Background: an optimization exercise with open tools, aiming at small area. Do not read the settings as production practice. The RTL was checked by simulation tests, not by an equivalence proof against the original design. No activity file was given, so power comes from the tool's default toggle rates.

[flow/fa_polarity.py]
#!/usr/bin/env python3
"""Choose, for each $fa cell left by extract_fa, whether to build it on inverted
signals (a full adder of inverted inputs gives inverted outputs), so that as few
inverters as possible end up between flip-flops, full adders and ports, where ABC
cannot absorb them. Reads yosys JSON, writes the names of the cells to flip."""
import json, sys

FLOP_PREFIX = ('$_DFF', '$_SDFF', '$_DFFE', '$_SDFFE', '$_SDFFCE', '$_ALDFF', '$_DFFSR', '$_DFFSRE', '$dff', '$adff', '$dffe', '$adffe', '$sdff')

def main(src, dst, top):
    d = json.load(open(src))
    mod = d['modules'][top]
    cells = mod['cells']
    driver = {}   # bit -> (cell, port)
    loads = {}    # bit -> [(cell, port)]
    for cn, c in cells.items():
        for p, bits in c['connections'].items():
            dirn = c['port_directions'].get(p, 'input')
            for i, b in enumerate(bits):
                if isinstance(b, str):
                    continue
                if dirn == 'output':
                    driver[b] = (cn, p)
                else:
                    loads.setdefault(b, []).append((cn, p))
    portbits = set()
    for pn, p in mod['ports'].items():
        for b in p['bits']:
            if not isinstance(b, str):
                portbits.add(b)
    fas = [cn for cn, c in cells.items() if c['type'] == '$fa']
    for cn in fas:
        assert int(cells[cn]['parameters'].get('WIDTH', '1'), 2) == 1, cn

    def kind(cn):
        t = cells[cn]['type']
        if t == '$fa':
            return 'fa'
        if t.startswith(FLOP_PREFIX):
            return 'ff'
        return 'logic'

    # input side: for each fa input pin, walk back through $_NOT_ cells
    edges = []
    for cn in fas:
        for p in ('A', 'B', 'C'):
            b = cells[cn]['connections'][p][0]
            if isinstance(b, str):
                continue
            k = 0
            while b in driver and cells[driver[b][0]]['type'] == '$_NOT_':
                k += 1
                b = cells[driver[b][0]]['connections']['A'][0]
                if isinstance(b, str):
                    break
            if isinstance(b, str):
                continue
            if b in driver:
                rc, rp = driver[b]
                kd = kind(rc)
                if kd == 'logic':
                    continue
                edges.append((cn, rc if kd == 'fa' else None, k & 1))
            elif b in portbits:
                edges.append((cn, None, k & 1))
    # output side: fa outputs that reach flip-flop data pins or ports through $_NOT_ only
    for cn in fas:
        for p in ('X', 'Y'):
            b0 = cells[cn]['connections'][p][0]
            stack = [(b0, 0)]
            while stack:
                b, k = stack.pop()
                if b in portbits:
                    edges.append((cn, None, k & 1))
                for lc, lp in loads.get(b, []):
                    t = cells[lc]['type']
                    if t == '$_NOT_':
                        stack.append((cells[lc]['connections']['Y'][0], k + 1))
                    elif kind(lc) == 'ff' and lp == 'D':
                        edges.append((cn, None, k & 1))
    flip = {cn: 0 for cn in fas}
    def cost():
        return sum((par ^ flip[a] ^ (flip[r] if r else 0)) for a, r, par in edges)
    adj = {cn: [] for cn in fas}
    for e in edges:
        adj[e[0]].append(e)
        if e[1]:
            adj[e[1]].append(e)
    def local(cn):
        return sum((par ^ flip[a] ^ (flip[r] if r else 0)) for a, r, par in adj[cn])
    start = cost()
    improved = True
    while improved:
        improved = False
        for cn in fas:
            before = local(cn)
            flip[cn] ^= 1
            if local(cn) < before:
                improved = True
            else:
                flip[cn] ^= 1
    sys.stderr.write('fa_polarity: %d full adders, %d hard edges, inverters %d -> %d, flipping %d\n'
                     % (len(fas), len(edges), start, cost(), sum(flip.values())))
    with open(dst, 'w') as f:
        for cn in fas:
            if flip[cn]:
                f.write(cn + '\n')

if __name__ == '__main__':
    main(sys.argv[1], sys.argv[2], sys.argv[3])
[flow/run.sh]
#!/bin/bash
set -euo pipefail
here=$(pwd)

cat > own_synth_pre.tcl <<EOT
proc abc {args} {
  set i [lsearch -exact \$args -script]
  if {\$i >= 0} { set args [lreplace \$args [expr {\$i + 1}] [expr {\$i + 1}] $here/flow/abc_area.script] }
  yosys abc {*}\$args
}
proc extract_fa {args} {
  yosys extract_fa {*}\$args
  yosys write_json $here/fa_pre.json
  exec python3 $here/flow/fa_polarity.py $here/fa_pre.json $here/fa_flip.txt \$::env(DESIGN_NAME) 2>> $here/fa_polarity.log
  set f [open $here/fa_flip.txt]
  set names [split [string trim [read \$f]] "\n"]
  close \$f
  if {[llength \$names] > 0} {
    set sel {}
    foreach n \$names { lappend sel "\$::env(DESIGN_NAME)/\$n" }
    yosys chtype -set \\\$__fa_flip {*}\$sel
    yosys techmap -map $here/flow/fa_flip_map.v
  }
}
EOT
cat own_synth_pre.tcl synth_recipe.tcl > own_synth.tcl

sed -e "s|SYNTH_SCRIPT=[^ ]*|SYNTH_SCRIPT=$here/own_synth.tcl|" standard.sh > own_standard.sh
grep -q "SYNTH_SCRIPT=$here/own_synth.tcl" own_standard.sh

export BUFFER_PORTS_ARGS="-buffer_cell sky130_fd_sc_hd__buf_1"
export CTS_ARGS="-sink_clustering_enable -repair_clock_nets -dont_use_dummy_load -buf_list sky130_fd_sc_hd__clkbuf_8"

bash own_standard.sh > make.log 2>&1
[constraint.sdc]
create_clock -name core_clock -period 20.0 [get_ports {clock_50_000_000}]
set_input_delay 4.0000 -clock core_clock [delete_from_list [all_inputs] [get_ports {clock_50_000_000}]]
set_output_delay 4.0000 -clock core_clock [all_outputs]
set_load 0.01 [all_outputs]
[config.mk]
export PLATFORM = sky130hd
export DESIGN_NAME = envelope_synth_top
export DESIGN_NICKNAME = envelope_synth_top
export VERILOG_FILES = /design/flow/design.v
export SDC_FILE = /design/flow/constraint.sdc
export NUM_CORES = 4
export LEC_CHECK = 0
export CAP_MARGIN = 20
export CORE_MARGIN = 2
export CORE_UTILIZATION = 60
export SLEW_MARGIN = 20
[standard.sh]
#!/bin/bash
# synth_recipe.tcl (not shown) runs the flow's synth.tcl, then flattens the netlist and writes it again
# the make line also repeats each setting of config.mk as NAME=value (left out here)
make -C /OpenROAD-flow-scripts/flow DESIGN_CONFIG=/design/flow/config.mk WORK_HOME=/design/flow/orfs CLKGATE_MAP_FILE= SYNTH_SCRIPT=/design/flow/synth_recipe.tcl "${@:-finish}"
[flow/abc_area.script]
strash
dch -f
amap -A 20
topo
[design.v]
package synth_pkg;
  localparam int num_voices = 4;
  localparam int level_width = 16;
  localparam int rate_width = 16;
  localparam int sustain_width = 8;
  localparam int key_width = 7;
  localparam int tick_width = 11;
  localparam int tick_at = 1041;             
  localparam int tick_last = tick_at + 2;    
  localparam int tick_wrap = tick_last + 1 - 1041;
endpackage
`timescale 1ns/1ps
module voice_controller (
  input  logic        clock_50_000_000,
  input  logic        reset_l,
  input  logic        wb_cyc,
  input  logic        wb_stb,
  input  logic        wb_we,
  input  logic [2:0]  wb_adr,
  input  logic [15:0] wb_dat_w,
  output logic [15:0] wb_dat_r,
  output logic        wb_ack,
  input  logic [3:0]  voice_active,
  output logic [3:0]  note_on,
  output logic [3:0]  note_off,
  output logic        sample_tick,
  output logic        mix_load,
  output logic        sample_valid,
  output logic [15:0] attack_rate,
  output logic [15:0] decay_rate_n,     
  output logic [15:0] release_rate_n,   
  output logic        attack_ok,
  output logic        decay_ok,
  output logic        release_ok,
  output logic [7:0]  sustain_level
);
  logic                bus_req;
  logic                bus_wr;
  logic [6:0]          bus_key;
  logic                overflow;
  logic [6:0]          key_table [4];
  logic [3:0]          free_sel;
  logic [3:0]          match_sel;
  logic [2:0]          req_adr;
  logic                req_we;
  logic [3:0]          req_sel;
  logic [10:0]         tick_count;
  assign bus_req = wb_cyc & wb_stb & !wb_ack;
  assign bus_wr = bus_req & wb_we;
  assign bus_key = wb_dat_w[6:0];
  always_comb begin
    free_sel[0] = !voice_active[0];
    free_sel[1] = voice_active[0] & !voice_active[1];
    free_sel[2] = voice_active[0] & voice_active[1] & !voice_active[2];
    free_sel[3] = voice_active[0] & voice_active[1] & voice_active[2] & !voice_active[3];
  end
  always_comb begin
    logic [3:0] hit;
    for (int v = 0; v < 4; v++) hit[v] = voice_active[v] & (key_table[v] == bus_key);
    match_sel[0] = hit[0];
    match_sel[1] = !hit[0] & hit[1];
    match_sel[2] = !hit[0] & !hit[1] & hit[2];
    match_sel[3] = !hit[0] & !hit[1] & !hit[2] & hit[3];
  end
  always_ff @(posedge clock_50_000_000) begin
    req_adr <= wb_adr;
    req_we <= wb_we;
    req_sel <= !wb_we ? voice_active : (wb_adr[0] ? match_sel : free_sel);
  end
  assign note_on = {4{wb_ack & req_we & (req_adr == 3'd4)}} & req_sel;
  assign note_off = {4{wb_ack & req_we & (req_adr == 3'd5)}} & req_sel;
  always_comb begin
    wb_dat_r = '0;
    case (req_adr)
      3'd0: wb_dat_r = attack_ok ? attack_rate : 16'h0000;
      3'd1: wb_dat_r = decay_ok ? ~decay_rate_n : 16'h0000;
      3'd2: wb_dat_r[7:0] = sustain_level;
      3'd3: wb_dat_r = release_ok ? ~release_rate_n : 16'h0000;
      3'd6: begin
        wb_dat_r[3:0] = req_sel;
        wb_dat_r[8] = overflow;
      end
      default: ;
    endcase
  end
  always_ff @(posedge clock_50_000_000, negedge reset_l) begin
    if (!reset_l) begin
      wb_ack <= 1'b0;
      overflow <= 1'b0;
      sustain_level <= '0;
      attack_ok <= 1'b0;
      decay_ok <= 1'b0;
      release_ok <= 1'b0;
    end else begin
      wb_ack <= bus_req;
      if (bus_wr) begin
        case (wb_adr)
          3'd0: attack_ok <= 1'b1;
          3'd1: decay_ok <= 1'b1;
          3'd2: sustain_level <= wb_dat_w[7:0];
          3'd3: release_ok <= 1'b1;
          3'd4: if (voice_active == 4'hF) overflow <= 1'b1;
          3'd6: overflow <= 1'b0;
          default: ;
        endcase
      end
    end
  end
  always_ff @(posedge clock_50_000_000) begin
    if (bus_wr && wb_adr == 3'd0) attack_rate <= wb_dat_w;
    if (bus_wr && wb_adr == 3'd1) decay_rate_n <= ~wb_dat_w;
    if (bus_wr && wb_adr == 3'd3) release_rate_n <= ~wb_dat_w;
    for (int v = 0; v < 4; v++) begin
      if (bus_wr && wb_adr == 3'd4 && free_sel[v]) key_table[v] <= bus_key;
    end
  end
  always_ff @(posedge clock_50_000_000, negedge reset_l) begin
    if (!reset_l) begin
      tick_count <= 11'h4de;
    end else begin
      tick_count <= {tick_count[9:0], tick_count[10] ^ tick_count[8] ^ sample_valid};
    end
  end
  assign sample_tick = (tick_count & 11'h3b7) == (11'h1de & 11'h3b7);
  assign mix_load = (tick_count & 11'h76e) == (11'h3bd & 11'h76e);
  assign sample_valid = (tick_count & 11'h6dd) == (11'h77b & 11'h6dd);
endmodule
`timescale 1ns/1ps
module adsr_envelope (
  input  logic        clock_50_000_000,
  input  logic        reset_l,
  input  logic        sample_tick,
  input  logic        note_on,
  input  logic        note_off,
  input  logic [15:0] attack_rate,      
  input  logic [15:0] decay_rate_n,     
  input  logic [15:0] release_rate_n,   
  input  logic        attack_ok,
  input  logic        decay_ok,
  input  logic        release_ok,
  input  logic [7:0]  sustain_level,
  output logic        busy,
  output logic [15:0] level_n
);
  logic [1:0]  phase;
  logic        off;
  logic        step;
  logic        in_att, in_dec, in_rel;
  logic        add_a, sub_d, sub_r, sub;
  logic [15:0] opb_n;
  logic [16:0] carry_n;
  logic [15:0] sum_n;
  logic [15:0] sum;
  logic        borrow;
  logic        sat_a, sat_d, sat_r;
  logic [15:0] level_next_n;
  assign off = note_off & busy;
  assign step = sample_tick & busy & !note_on & !off;
  assign in_att = step & (phase == 2'b00);
  assign in_dec = step & (phase == 2'b01);
  assign in_rel = step & (phase == 2'b11);
  assign add_a = in_att & attack_ok;
  assign sub_d = in_dec & decay_ok;
  assign sub_r = in_rel & release_ok;
  assign sub = sub_d | sub_r;
  always_comb begin
    for (int i = 0; i < 16; i++) begin
      opb_n[i] = !((add_a & attack_rate[i]) | (sub_d & decay_rate_n[i]) | (sub_r & release_rate_n[i]));
    end
  end
  assign carry_n[0] = !sub;
  always_comb begin
    for (int i = 0; i < 16; i++) begin
      sum_n[i] = level_n[i] ^ opb_n[i] ^ carry_n[i];
      carry_n[i+1] = (level_n[i] & opb_n[i]) | (level_n[i] & carry_n[i]) | (opb_n[i] & carry_n[i]);
    end
  end
  assign sum = ~sum_n;
  assign borrow = sub & carry_n[16];
  logic [9:0] cmp_c;
  logic [8:0] cmp_x, cmp_y;
  assign cmp_x = {sum[15:8], |sum[7:0]};
  assign cmp_y = {sustain_level, 1'b0};
  assign cmp_c[0] = 1'b1;
  always_comb begin
    for (int i = 0; i < 9; i++) begin
      cmp_c[i+1] = (cmp_y[i] & !cmp_x[i]) | (cmp_y[i] & cmp_c[i]) | (!cmp_x[i] & cmp_c[i]);
    end
  end
  assign sat_a = in_att & (!carry_n[16] | (&sum));
  assign sat_d = in_dec & (borrow | cmp_c[9]);
  assign sat_r = in_rel & (borrow | (sum == 16'h0000));
  always_comb begin
    if (note_on | sat_r | !busy) level_next_n = '1;
    else if (sat_a) level_next_n = '0;
    else if (sat_d) level_next_n = {~sustain_level, 8'hFF};
    else level_next_n = sum_n;
  end
  always_ff @(posedge clock_50_000_000) begin
    level_n <= level_next_n;
  end
  always_ff @(posedge clock_50_000_000, negedge reset_l) begin
    if (!reset_l) begin
      busy <= 1'b0;
    end else begin
      if (note_on) busy <= 1'b1;
      else if (sat_r) busy <= 1'b0;
    end
  end
  always_ff @(posedge clock_50_000_000) begin
    if (note_on) phase <= 2'b00;
    else if (off) phase <= 2'b11;
    else if (sat_a) phase <= 2'b01;
    else if (sat_d) phase <= 2'b10;
  end
endmodule
`timescale 1ns/1ps
module envelope_mixer (
  input  logic        clock_50_000_000,
  input  logic        reset_l,
  input  logic        load,
  input  logic [15:0] level0_n,
  input  logic [15:0] level1_n,
  input  logic [15:0] level2_n,
  input  logic [15:0] level3_n,
  output logic [15:0] audio_sample
);
  logic [15:0] s1_n, c1_n;    
  logic [16:0] s2_n, c2_n;    
  logic [17:0] carry_n;
  logic [17:0] sum_n;
  always_comb begin
    for (int i = 0; i < 16; i++) begin
      s1_n[i] = level0_n[i] ^ level1_n[i] ^ level2_n[i];
      c1_n[i] = (level0_n[i] & level1_n[i]) | (level0_n[i] & level2_n[i]) | (level1_n[i] & level2_n[i]);
    end
    s2_n[0] = !(s1_n[0] ^ level3_n[0]);
    c2_n[0] = s1_n[0] | level3_n[0];
    for (int i = 1; i < 16; i++) begin
      s2_n[i] = s1_n[i] ^ c1_n[i-1] ^ level3_n[i];
      c2_n[i] = (s1_n[i] & c1_n[i-1]) | (s1_n[i] & level3_n[i]) | (c1_n[i-1] & level3_n[i]);
    end
    s2_n[16] = c1_n[15];
    c2_n[16] = 1'b1;
    sum_n[0] = s2_n[0];
    carry_n[1] = 1'b1;
    for (int i = 1; i < 17; i++) begin
      sum_n[i] = s2_n[i] ^ c2_n[i-1] ^ carry_n[i];
      carry_n[i+1] = (s2_n[i] & c2_n[i-1]) | (s2_n[i] & carry_n[i]) | (c2_n[i-1] & carry_n[i]);
    end
    sum_n[17] = carry_n[17];
  end
  always_ff @(posedge clock_50_000_000, negedge reset_l) begin
    if (!reset_l) begin
      audio_sample <= '0;
    end else if (load) begin
      audio_sample <= ~sum_n[17:2];
    end
  end
endmodule
`timescale 1ns/1ps
module envelope_synth_top (
  input  logic         clock_50_000_000,
  input  logic         reset_l,
  input  logic         wb_cyc,
  input  logic         wb_stb,
  input  logic         wb_we,
  input  logic [2:0]   wb_adr,
  input  logic [15:0]  wb_dat_w,
  output logic [15:0]  wb_dat_r,
  output logic         wb_ack,
  output logic [15:0]  audio_sample,
  output logic         sample_valid
);
  logic [3:0]  voice_active;
  logic [3:0]  note_on;
  logic [3:0]  note_off;
  logic        sample_tick;
  logic        mix_load;
  logic [15:0] attack_rate;
  logic [15:0] decay_rate_n;
  logic [15:0] release_rate_n;
  logic        attack_ok;
  logic        decay_ok;
  logic        release_ok;
  logic [7:0]  sustain_level;
  logic [15:0] levels [4];       
  voice_controller controller (
    .clock_50_000_000 (clock_50_000_000),
    .reset_l          (reset_l),
    .wb_cyc           (wb_cyc),
    .wb_stb           (wb_stb),
    .wb_we            (wb_we),
    .wb_adr           (wb_adr),
    .wb_dat_w         (wb_dat_w),
    .wb_dat_r         (wb_dat_r),
    .wb_ack           (wb_ack),
    .voice_active     (voice_active),
    .note_on          (note_on),
    .note_off         (note_off),
    .sample_tick      (sample_tick),
    .mix_load         (mix_load),
    .sample_valid     (sample_valid),
    .attack_rate      (attack_rate),
    .decay_rate_n     (decay_rate_n),
    .release_rate_n   (release_rate_n),
    .attack_ok        (attack_ok),
    .decay_ok         (decay_ok),
    .release_ok       (release_ok),
    .sustain_level    (sustain_level)
  );
  for (genvar v = 0; v < 4; v++) begin : voice_gen
    adsr_envelope envelope (
      .clock_50_000_000 (clock_50_000_000),
      .reset_l          (reset_l),
      .sample_tick      (sample_tick),
      .note_on          (note_on[v]),
      .note_off         (note_off[v]),
      .attack_rate      (attack_rate),
      .decay_rate_n     (decay_rate_n),
      .release_rate_n   (release_rate_n),
      .attack_ok        (attack_ok),
      .decay_ok         (decay_ok),
      .release_ok       (release_ok),
      .sustain_level    (sustain_level),
      .busy             (voice_active[v]),
      .level_n          (levels[v])
    );
  end
  envelope_mixer mixer (
    .clock_50_000_000 (clock_50_000_000),
    .reset_l          (reset_l),
    .load             (mix_load),
    .level0_n         (levels[0]),
    .level1_n         (levels[1]),
    .level2_n         (levels[2]),
    .level3_n         (levels[3]),
    .audio_sample     (audio_sample)
  );
endmodule
[flow/fa_flip_map.v]
(* techmap_celltype = "$__fa_flip" *)
module _fa_flip (A, B, C, X, Y);
  parameter WIDTH = 1;
  input [WIDTH-1:0] A, B, C;
  output [WIDTH-1:0] X, Y;
  wire [WIDTH-1:0] xn, yn;
  \$fa #(.WIDTH(WIDTH)) _TECHMAP_REPLACE_ (.A(~A), .B(~B), .C(~C), .X(xn), .Y(yn));
  assign X = ~xn;
  assign Y = ~yn;
endmodule
==> run notes, run 1 <==
* Status: finished clean
* Largest net degree at the start of global routing at 45
* Maximum clock frequency at 0.08110 GHz
* CTS clk-pin slew, worst paths at 110 ps
* Mapped cell area at 11000 µm²
* Count of input and output buffers at 57
* DRC viols at 0
* Slowest CP cell: nor2_1
* Post-synthesis xor/xnor area fraction at 0
* Setup-failing EPs final at 0
* Share of layout cells above drive strength 1 at 0.05327
* First-pass GRT wire length at 51.39 mm
* Post-Place Setup Slack at 7602 ps
* Worst-path maximum fanout at 17
* Critical path startpoint category: register
* Largest family of logic cells by synthesized area: adder cells
* Root buffer cell: clkbuf_8
* Hpwl dp at 25.63 mm
* Synthesized instance count at 977
* Unrepaired setup endpoints after global routing: no
* Postcts setup bufs at 0
* TritonCTS buffer count at 17
* Initial antenna violation count at 0
* Remaining Overflow, GRT at 0
* Ys async rst share at 0.2200
* Final net count at 1206
* CTS tree: done
* Final Max Tran Viols at 0
* Cell Pwr Density at 58.94 nW/µm²
* Starting density of the core at 0.6121
* Hold_ws at 387.3 ps
* Compound-Gate Fraction of Synth Area at 0.1876
* Worst-case clock skew at 40.26 ps
* # rows at 49
* Delay-heaviest family, CP: adder cells
* Adder-cell share of the synthesized area at 0.2003
* Post-synth cell types at 46
* Ant. Diodes at 0
* Worst vdd ir at 70.05 µV
* Fin crit share at 0.6165
* Synth Flop Type: dfxtp_1
* Die H at 139.4 µm
* Tot GR Track Use at 0.3512
* TritonRoute pass-1 iters at 13
* Skew-Pair Late Insertion Delay at 480 ps
* DIE AREA at 19430 µm²
* Drt total wl at 33.36 mm
* Fin crit period at 12330 ps
* Worst Path Required at 20310 ps
* CTS sink count at 200
* MaxCap Viol Count at 0
* CP endpoint kind: register
* Routed met2 length at 15.47 mm
* Hold Path Class: register to register
* Met1 WL at 12.88 mm
* Part of the Yosys area used for sequential elements at 0.4541
* Register bit total from synthesis at 200
* Top sig layer: met4
* IO Pins at 58
* Final worst setup slack at 7669 ps
* Final Hold Viols at 0
* Final ANT Viol Nets at 0
* Mapped Nets at 1111
* H-tree depth at 4
* Most used cell, CP: fa_1
* Post-Synth Simple-Gate Area at 0.1378
* Routed wl met3 at 4.120 mm
* CTS Hold Bufs at 0
* Worst slew pin tran at 1133 ps
* Area grow syn2layout at 8.626%
* Slowest stage delay, CP at 800 ps
* Yosys Warn Count at 6
* Post-DR vias/cell at 6.972
* Lkg Pwr at 0.003656 µW
* Routability Congestion at 0.9993
* Vias at 9057
* Initial DRC count at 1689
* Cts repair resizes at 0
* Core area at 17960 µm²
* Number of flops mapped to enable cells by yosys at 76
* Vias in the first global route at 8853
* Total Neg Setup Slack at 0 ps
* WP buf/inv at 2
* Max_slew headroom at 0.2446
* Crit Path Category: register to register
* Critical Path AT at 12640 ps
* Mux share of post-synthesis cell area at 0
* Post-DR wirelength/cell at 25.68 µm
* Avg Cell Area, Syn at 11.25 µm²
* Clock Tree Buf Depth at 2
* Die W at 139.4 µm
-- cell type report --
type | instances | area, µm²
fill | 1453 | 6020
multi-input combinational | 718 | 5853
sequential | 200 | 4994
timing repair buffer | 76 | 355.3
tap | 229 | 286.5
clock buffer | 17 | 234.0
inverter | 59 | 221.5
-- sequential cells by signal, indices dropped and copies added, names as in the netlist --
name and count:
voice_gen.envelope.level_n 64, controller.key_table 28, controller.attack_rate 16, controller.decay_rate_n 16
controller.release_rate_n 16, mixer.audio_sample 16, controller.tick_count 11, controller.sustain_level 8
voice_gen.envelope.phase 8, controller.req_sel 4, voice_gen.envelope.busy 4, controller.req_adr 3
controller.attack_ok 1, controller.decay_ok 1, controller.overflow 1, controller.release_ok 1
controller.req_we 1, controller.wb_ack 1
-- metal layers --
| metal | track usage | vias up |
|---|---|---|
| li1 | - | 3954 |
| met1 | 0.4875 | 4453 |
| met2 | 0.5599 | 572 |
| met3 | 0.08706 | 78 |
| met4 | 0.09516 | 0 |
| met5 | 0 | - |
-- power breakdown --
| part | total [µW] | internal (µW) | switching (µW) |
|---|---|---|---|
| registers | 451 | 430 | 21.1 |
| clock network | 200 | 75.5 | 124 |
| logic | 52.6 | 13.1 | 39.5 |
-- per-stage QoR --
step             util  std cells  area [µm²]  power [µW]
2_1_floorplan       -        977       11000       475.6
3_3_place_gp   0.6505       1281       11690       508.9
3_5_place_dp   0.6510       1281       11690       509.8
4_1_cts        0.6640       1298       11930       701.7
5_1_grt        0.6649       1299       11940       721.2
6_report       0.6649       1299       11940       704.0
-- path summary, 6_finish.rpt --
check                      slack, ps                                from  cells past startpoint                                           end
setup / recovery                7670  controller.tick_count[2]$_DFF_PN1_                     29  voice_gen[3].envelope.level_n[12]$_SDFF_PP1_
hold / removal                   390  controller.tick_count[2]$_DFF_PN1_                      0            controller.tick_count[3]$_DFF_PN1_
setup reg to reg                7670  controller.tick_count[2]$_DFF_PN1_                     29  voice_gen[3].envelope.level_n[12]$_SDFF_PP1_
hold reg to reg                  390  controller.tick_count[2]$_DFF_PN1_                      0            controller.tick_count[3]$_DFF_PN1_
max in group asynchronous      15950                             reset_l                      2       controller.sustain_level[7]$_DFFE_PN0P_
min in group asynchronous       3600                             reset_l                      2            mixer.audio_sample[12]$_DFFE_PN0N_
-- cell usage in the layout (no fill, tap or decap), drive strengths merged, types with 10 or more instances in the layout --
| cell type | netlist | layout |
|---|---|---|
| nand2 | 35 | 35 |
| nor3 | 20 | 20 |
| dfrtp | 37 | 37 |
| dfxtp | 80 | 80 |
| a21oi | 45 | 45 |
| nor2 | 166 | 166 |
| o31ai | 17 | 17 |
| o221ai | 16 | 16 |
| buf | 0 | 75 |
| clkbuf | 0 | 18 |
| a222oi | 69 | 69 |
| o21ai | 62 | 62 |
| nand4 | 20 | 20 |
| clkinv | 59 | 59 |
| o22ai | 22 | 22 |
| fa | 110 | 110 |
| or3 | 10 | 10 |
| edfxtp | 76 | 76 |
| or2 | 20 | 20 |
| nor4 | 28 | 28 |
-- kinds of logic after synthesis --
| group | after synthesis |
|---|---|
| simple gates | 325 |
| fa+ha+maj | 110 |
| buf+inv | 59 |
| compound gates | 283 |
| flops | 200 |
-- synthesized netlist by cell type (2+ instances only) --
cell / number / share of area
o2111ai_1: 2 / 0.0016
fa_1: 110 / 0.20
o21ai_0: 62 / 0.028
a222oi_1: 69 / 0.063
o32ai_1: 3 / 0.0024
or4_1: 4 / 0.0027
o21bai_1: 8 / 0.0055
nor2b_1: 2 / 0.0011
dfxtp_1: 80 / 0.15
o211ai_1: 2 / 0.0014
nand2_1: 35 / 0.012
nor4_1: 28 / 0.016
edfxtp_1: 76 / 0.21
dfrtp_1: 37 / 0.084
nor2_1: 166 / 0.057
or3b_1: 2 / 0.0016
nand4_1: 20 / 0.011
or3_1: 10 / 0.0057
dfstp_2: 7 / 0.017
a221o_1: 5 / 0.0046
a31oi_1: 3 / 0.0017
o22ai_1: 22 / 0.013
a221oi_1: 3 / 0.0024
o221ai_1: 16 / 0.013
and3_1: 4 / 0.0023
o22a_1: 4 / 0.0032
a2111oi_0: 2 / 0.0016
a211oi_1: 8 / 0.0055
a41oi_1: 3 / 0.0024
and4_1: 2 / 0.0016
or2_0: 20 / 0.011
a21oi_1: 45 / 0.020
a211o_1: 4 / 0.0032
o31ai_1: 17 / 0.012
nor3_1: 20 / 0.0091
clkinv_1: 59 / 0.020
nand3_1: 8 / 0.0036
==> run 2, diff against run 1 <==
--- a/design.v
+++ b/design.v
@@ -168,8 +168,8 @@
       opb_n[i] = !((add_a & attack_rate[i]) | (sub_d & decay_rate_n[i]) | (sub_r & release_rate_n[i]));
     end
   end
-  assign carry_n[0] = !sub;
   always_comb begin
+    carry_n[0] = !sub;
     for (int i = 0; i < 16; i++) begin
       sum_n[i] = level_n[i] ^ opb_n[i] ^ carry_n[i];
       carry_n[i+1] = (level_n[i] & opb_n[i]) | (level_n[i] & carry_n[i]) | (opb_n[i] & carry_n[i]);
@@ -181,8 +181,8 @@
   logic [8:0] cmp_x, cmp_y;
   assign cmp_x = {sum[15:8], |sum[7:0]};
   assign cmp_y = {sustain_level, 1'b0};
-  assign cmp_c[0] = 1'b1;
   always_comb begin
+    cmp_c[0] = 1'b1;
     for (int i = 0; i < 9; i++) begin
       cmp_c[i+1] = (cmp_y[i] & !cmp_x[i]) | (cmp_y[i] & cmp_c[i]) | (!cmp_x[i] & cmp_c[i]);
     end
==> run 2 against run 1 <==
  * Clock power is essentially flat
  * Sequential share of layout area is the same
  * Combinational power is essentially flat
  * Final cell count is the same
  * First-iteration DRC count is the same
  * Routed wire length is the same
  * Count of clock-buffer cells in the layout is the same
  * Sequential power is essentially flat
  * Still clean
  * Cell area is the same
  * Highest routed layer unchanged
  * Hold slack is the same
  * Synthesized cell count is the same
  * Clock skew is the same
==> run notes, run 2 <==
* Status: finished clean
* Root buffer cell: clkbuf_8
* First-pass GRT wire length at 51.39 mm
* CTS sink count at 200
* Postcts setup bufs at 0
* Largest net degree at the start of global routing at 45
* Post-DR vias/cell at 6.972
* Tot GR Track Use at 0.3512
* Clock network power share at 0.284
* H-tree depth at 4
* Reg-to-reg startpoint: controller.tick_count[2]$_DFF_PN1_
* Initial DRC count at 1689
* Vias in the first global route at 8853
* Mapped cell area at 11000 µm²
* TritonCTS buffer count at 17
* TritonRoute pass-1 iters at 13
* Unrepaired setup endpoints after global routing: no
* Die W at 139.4 µm
* Worst vdd ir at 70.05 µV
* Skew-Pair Late Insertion Delay at 480 ps
* Leading area contributor after synthesis: edfxtp_1
* Final Hold Viols at 0
* Worst slew pin tran at 1133 ps
* CP endpoint kind: register
* Area contributors post-synth: edfxtp_1 (21%), fa_1 (20%), dfxtp_1 (15%)
* Hold Path Class: register to register
* Internal at 518.9 µW
* CTS Hold Bufs at 0
* Worst-path maximum fanout at 17
* WHS Endpoint: controller.tick_count[3]$_DFF_PN1_
* Critical R2R Capture: voice_gen[3].envelope.level_n[12]$_SDFF_PP1_
* Synthesized instance count at 977
* Util after Layout at 0.6649
* # rows at 49
* Number of flops mapped to enable cells by yosys at 76
* GR Util met3 at 0.08706
* Delay-heaviest family, CP: adder cells
* Clock Tree Buf Depth at 2
* Initial antenna violation count at 0
* WP buf/inv at 2
* CTS clk-pin slew, worst paths at 110 ps
* Post-Layout Cell Count at 1299
* Mapped Nets at 1111
* Part of the Yosys area used for sequential elements at 0.4541
* Worst-case clock skew at 40.26 ps
* Max_slew headroom at 0.2446
* Sw Share at 0.2629
* Min-delay src: controller.tick_count[2]$_DFF_PN1_
* Worst Path Required at 20310 ps
* Final Max Tran Viols at 0
* Starting density of the core at 0.6121
* CTS tree: done
* IO Pins at 58
* Post-synth top cells: nor2_1 (166), fa_1 (110), dfxtp_1 (80)
* Psw at 185.0 µW
* Fin crit share at 0.6165
* Placed Cells incl. Taps at 1281
* Hpwl dp at 25.63 mm
* Fin crit period at 12330 ps
* Slowest stage delay, CP at 800 ps
* MaxCap Viol Count at 0
* Most used cell, CP: fa_1
* Setup-failing EPs final at 0
* Area grow syn2layout at 8.626%
* Remaining Overflow, GRT at 0
* Routability Congestion at 0.9993
* Synth top area share at 0.2076
* Most frequent cell after synthesis: nor2_1
* Ant. Diodes at 0
* Total Neg Setup Slack at 0 ps
* Reg2Reg Depth at 29
* Commonest non-fill, non-tap cell in the layout: nor2_1
* Post-synth cell types at 46
* DIE AREA at 19430 µm²
* Logic gate share of total power at 0.075
* Yosys Warn Count at 6
* Core area at 17960 µm²
* Cell Pwr Density at 58.94 nW/µm²
* Share of layout cells above drive strength 1 at 0.05327
* Ys async rst share at 0.2200
* Regs by FF count: voice_gen.envelope.level_n (64), controller.key_table (28)
* Slowest CP cell: nor2_1
* Die H at 139.4 µm
* Sequential share of power at 0.641
* Post-DR wirelength/cell at 25.68 µm
* Crit Path Category: register to register
* Cts repair resizes at 0
* Max FFs per register at 64
* Drt total wl at 33.36 mm
* Hold path depth at 0
* GR Util met2 at 0.5599
* Critical Path AT at 12640 ps
* Maximum clock frequency at 0.08110 GHz
* Count of input and output buffers at 57
* Register bit total from synthesis at 200
* Design area at 11940 µm²
* Final net count at 1206
* Vias at 9057
* Lkg Pwr at 0.003656 µW
* DRC viols at 0
* Avg Cell Area, Syn at 11.25 µm²
* Critical path startpoint category: register
* GR Util met1 at 0.4875
* Dpl cell area at 11690 µm²
* # fillers at 1453
* GRT busiest layer: met2
* Final ANT Viol Nets at 0
* Biggest register: voice_gen.envelope.level_n
* R2R setup slack at 7670 ps
* Synth Flop Type: dfxtp_1
* Most frequent cells in the layout: nor2_1 (163), fa_1 (110), dfxtp_1 (80)
## run 2: power groups by stage
stage | logic (µW) | registers (µW) | clock network [µW]
floorplan | 26.3 | 449 | 0
global placement | 50.4 | 459 | 0
detailed placement | 51.0 | 459 | 0
CTS | 51.0 | 450 | 201
global route | 55.8 | 451 | 214
finish | 52.6 | 451 | 200
## run 2: metrics by stage
| stage | hold WS (ps) | worst slack (ps) | power [µW] |
|---|---|---|---|
| 6_report | 387.3 | 7669 | 704.0 |
| 5_1_grt | 394.7 | 7171 | 721.2 |
| 4_1_cts | 387.6 | 7569 | 701.7 |
| 3_5_place_dp | 371.9 | 7602 | 509.8 |
| 3_3_place_gp | 364.3 | 7664 | 508.9 |
| 2_1_floorplan | 360.6 | 7573 | 475.6 |
## run 2: kinds of logic after synthesis
group,count (synthesis),synth area share
simple gates,325,0.1378
compound gates,283,0.1876
flops,200,0.4541
fa+ha+maj,110,0.2003
buf+inv,59,0.02014
## run 2: cell type report
cell class | instances | area (µm²) | share of cell area
multi-input combinational | 718 | 5853 | 0.4900
sequential | 200 | 4994 | 0.4181
timing repair buffer | 76 | 355.3 | 0.02975
tap | 229 | 286.5 | 0.02399
clock buffer | 17 | 234.0 | 0.01959
inverter | 59 | 221.5 | 0.01854
## run 2: worst max-delay path by stage
stage | from | to | slack, ps | cells past startpoint
3_3_place_gp | controller.tick_count[2]$_DFF_PN1_ | voice_gen[3].envelope.level_n[11]$_SDFF_PP1_ | 7660 | 29
5_1_grt | controller.tick_count[2]$_DFF_PN1_ | voice_gen[3].envelope.phase[0]$_SDFFE_PP0P_ | 7170 | 29
2_1_floorplan | controller.tick_count[2]$_DFF_PN1_ | voice_gen[2].envelope.phase[0]$_SDFFE_PP0P_ | 7570 | 28
3_5_place_dp | controller.tick_count[2]$_DFF_PN1_ | voice_gen[3].envelope.phase[0]$_SDFFE_PP0P_ | 7600 | 29
6_report | controller.tick_count[2]$_DFF_PN1_ | voice_gen[3].envelope.level_n[12]$_SDFF_PP1_ | 7670 | 29
4_1_cts | controller.tick_count[2]$_DFF_PN1_ | voice_gen[3].envelope.phase[0]$_SDFFE_PP0P_ | 7570 | 29
## run 2: per-layer routing
| metal | vias to the layer above | part of all wire |
|---|---|---|
| met4 | 0 | 0.027 |
| met5 | - | 0 |
| li1 | 3954 | - |
| met2 | 572 | 0.46 |
| met1 | 4453 | 0.39 |
| met3 | 78 | 0.12 |

re-timing with driven ports:
No port has a modelled driver above. Below, the same layouts with a new extraction and two added sets of constraints. Step 1 sets driving cells, clkbuf_16 on the clock port and buf_2 on the other inputs (assumed; they add their load-dependent delay and slew). Step 2, shift: input delay + t, output delay - t, t = (earliest + latest rising clock arrival at the registers) / 2. This alone moves slack from input paths to output paths. Three values: ideal, step 1, step 2; two values: the first two.
run | t (ns) | slack for setup (ns) | slew at the worst register clock pin (ns) | cell pins on the clock port's net
run 1 | 0.506 | 7.669 / 7.669 / 7.669 | 0.12 / 0.12 | 1
run 2 | 0.506 | 7.669 / 7.669 / 7.669 | 0.12 / 0.12 | 1
After both steps setup and hold are still met in every run listed.
